This design comes from an exercise in tuning for small area, a short achievable clock period and few clock cycles per item on the open sky130 flow, not from production work.
Only simulation tests tie the RTL to the original design; equivalence was not proved.
Power figures rest on the tool's default switching activity, not on a simulated workload.

==> job 7238 <==
// partition_count_table
module partition_count_table
#(
    parameter int MAX_ELEMENTS = MAX_ELEMENTS_DEF
) (
    input  wire logic                  aclk,
    input  wire logic                  aresetn,
    input  wire logic                  s_tvalid,
    output logic                       s_tready,
    input  wire logic [S_TDATA_W-1:0]  s_tdata,   
    output logic                       m_tvalid,
    input  wire logic                  m_tready,
    output logic [M_TDATA_W-1:0]       m_tdata,   
    output logic                       m_tuser    
);
    logic             s_load, a_load, a_from_s, b_load;
    logic [Q_W-1:0]   s_q;
    logic [15:0]      dec_r, dec_d, dec_k;
    logic [15:0]      a_r, a_d, a_k;
    logic [VAL_W-1:0] lu_entry, lu_total;
    logic             lu_oor;
    logic [VAL_W-1:0] b_entry, b_total;
    logic             b_oor;
    pct_ctrl u_ctrl (
        .aclk     (aclk),
        .aresetn  (aresetn),
        .s_tvalid (s_tvalid),
        .s_tready (s_tready),
        .m_tready (m_tready),
        .m_tvalid (m_tvalid),
        .s_load   (s_load),
        .a_load   (a_load),
        .a_from_s (a_from_s),
        .b_load   (b_load)
    );
    pct_dec u_dec (
        .q            (a_from_s ? s_q : s_tdata[Q_W-1:0]),
        .r_oh         (dec_r),
        .d_oh         (dec_d),
        .k_oh         (dec_k)
    );
    pct_dp u_dp (
        .r_oh        (a_r),
        .d_oh        (a_d),
        .k_oh        (a_k),
        .entry_count (lu_entry),
        .row_total   (lu_total),
        .out_of_range(lu_oor)
    );
    always_ff @(posedge aclk) begin
        if (s_load) s_q <= s_tdata[Q_W-1:0];
        if (a_load) begin
            a_r   <= dec_r;
            a_d   <= dec_d;
            a_k   <= dec_k;
        end
        if (b_load) begin
            b_entry <= lu_entry;
            b_total <= lu_total;
            b_oor   <= lu_oor;
        end
    end
    assign m_tdata = {{(M_TDATA_W-2*VAL_W){1'b0}}, b_total, b_entry};
    assign m_tuser = b_oor;
endmodule
Settings: LEC_CHECK=0, CAP_MARGIN=20, CELL_PAD_IN_SITES_DETAIL_PLACEMENT=1, CELL_PAD_IN_SITES_GLOBAL_PLACEMENT=2, CORE_MARGIN=2, CORE_UTILIZATION=24, CTS_BUF_LIST=sky130_fd_sc_hd__clkbuf_4 sky130_fd_sc_hd__clkbuf_8, PLACE_DENSITY=0.45, SLEW_MARGIN=20; clock period 10.0 ns.
standard.sh (not shown) runs the stock make flow with config.mk's settings and CLKGATE_MAP_FILE= SYNTH_SCRIPT=/design/flow/synth_recipe.tcl, a recipe that flattens the netlist after the stock synthesis.
==> flow/flow/run.sh <==
#!/bin/bash
set -euo pipefail
export SETUP_SLACK_MARGIN=6.6
export BUFFER_PORTS_ARGS="-buffer_cell sky130_fd_sc_hd__buf_2"
bash standard.sh > standard_flow.log 2>&1
==> job 5040: changes against job 7238 <==
==> flow/flow/run.sh (replaced) <==
#!/bin/bash
# Own flow: the standard layout (standard.sh, all steps, unchanged scripts), with the
# timing repair at floorplan, CTS and global route aiming for SETUP_SLACK_MARGIN ns of setup
# slack instead of 0, so that gates on the table's paths get sized for a shorter period.
# The make output goes to standard_flow.log here; ORFS's own logs are under orfs/logs/.
set -euo pipefail
export SETUP_SLACK_MARGIN=7.0
bash standard.sh > standard_flow.log 2>&1
Settings changed: CORE_UTILIZATION 24 to 20, CTS_BUF_LIST sky130_fd_sc_hd__clkbuf_4 sky130_fd_sc_hd__clkbuf_8 to not set, PLACE_DENSITY 0.45 to 0.4.
==> job 6544: changes against job 7238 <==
==> flow/flow/run.sh (replaced) <==
#!/bin/bash
# Own flow: the standard layout (standard.sh, all steps, unchanged scripts), with the
# timing repair at floorplan, CTS and global route aiming for SETUP_SLACK_MARGIN ns of setup
# slack instead of 0, so that gates on the table's paths get sized for a shorter period.
# The make output goes to standard_flow.log here; ORFS's own logs are under orfs/logs/.
set -euo pipefail
export SETUP_SLACK_MARGIN=6.2
bash standard.sh > standard_flow.log 2>&1
Settings changed: CORE_UTILIZATION 24 to 20, CTS_BUF_LIST sky130_fd_sc_hd__clkbuf_4 sky130_fd_sc_hd__clkbuf_8 to not set, PLACE_DENSITY 0.45 to 0.4.
==> results.txt <==
# TYPE chip_impl_metric gauge
chip_impl_info{name="run_status",value="no timing/DRC/antenna violations"} 1
chip_impl_info{name="cp_cell_sequence",value="buf_12, o21ai_1, buf_4, nand2_1, nor2_1, nand3_1, o21ai_0, nand4_1"} 1
chip_impl_metric{name="n_all_buffers",unit=""} 234
chip_impl_metric{name="pwr-share-comb",unit="%"} 41.9
chip_impl_metric{name="internal_power",unit="W"} 0.00103
chip_impl_metric{name="drt_iter0_drc",unit=""} 3948
chip_impl_metric{name="multi_input_area_share",unit="%"} 60.3
chip_impl_metric{name="core_region_area",unit="sq mm"} 0.0602
chip_impl_info{name="worst_hold_path.endpoint",value="u_ctrl.b_v"} 1
-- figures above: job 7238

==> results.txt <==
# TYPE chip_impl_metric gauge
chip_impl_info{name="cp_cell_sequence",value="buf_6, buf_6, nand2_2, nand2_1, nor2_1, nand3_1, o21ai_0, nand4_1"} 1
chip_impl_metric{name="multi_input_area_share",unit="%"} 55.6
chip_impl_metric{name="core_region_area",unit="sq mm"} 0.0726
chip_impl_info{name="run_status",value="no timing/DRC/antenna violations"} 1
chip_impl_metric{name="internal_power",unit="W"} 0.00126
chip_impl_info{name="worst_hold_path.endpoint",value="u_ctrl.b_v"} 1
chip_impl_metric{name="first_global_vias",unit=""} 21901
chip_impl_metric{name="pwr-share-comb",unit="%"} 44.6
chip_impl_metric{name="n_all_buffers",unit=""} 391
-- figures above: job 5040

==> results.txt <==
# TYPE chip_impl_metric gauge
chip_impl_info{name="run_status",value="no timing/DRC/antenna violations"} 1
chip_impl_info{name="worst_hold_path.endpoint",value="u_ctrl.s_v"} 1
chip_impl_metric{name="core_region_area",unit="sq mm"} 0.0726
chip_impl_metric{name="multi_input_area_share",unit="%"} 58.3
chip_impl_metric{name="drt_iter0_drc",unit=""} 3357
chip_impl_info{name="cp_cell_sequence",value="buf_12, o21ai_0, nand2_1, o41ai_1, nand4_1, or4_1"} 1
chip_impl_metric{name="clock_latency",unit="ps"} 510
chip_impl_metric{name="pwr-share-comb",unit="%"} 38.5
-- figures above: job 6544

Testbench counts of job 7238, summed over its fixed seeds: cycles 2,416, queries 2,400.
Testbench counts of job 5040, summed over its fixed seeds: cycles 2,416, queries 2,400.
Testbench counts of job 6544, summed over its fixed seeds: cycles 2,416, queries 2,400.

-- separate check: timing with driven ports --
The flow's constraints put no driver on any port. The routed layouts listed below were extracted and timed again, unchanged, in two steps.
Step 1, drivers: a clkbuf_16 drives aclk and a buf_2 each remaining input, both assumed.
Step 2 adds t to the input delays and takes it off the output delays; t is the mean of the earliest and latest rising clock arrival at the registers after step 1. Input paths then give back, and output paths get back, about the clock's delay inside the block.
Slacks: ideal / step 1 / step 2; pairs: ideal / step 1.
run	shift t [ns]	setup WS [ns]	pins driven straight from the clock port
job 7238	0.626	6.236 / 6.236 / 6.236	1
job 5040	0.565	6.486 / 6.486 / 6.486	1
job 6544	0.562	5.935 / 5.935 / 5.918	1
After both steps setup and hold are still met in every run listed. For job 6544, which loses most, drivers alone change the setup slack by 0.000 ns; drivers and shift together by -0.017 ns.
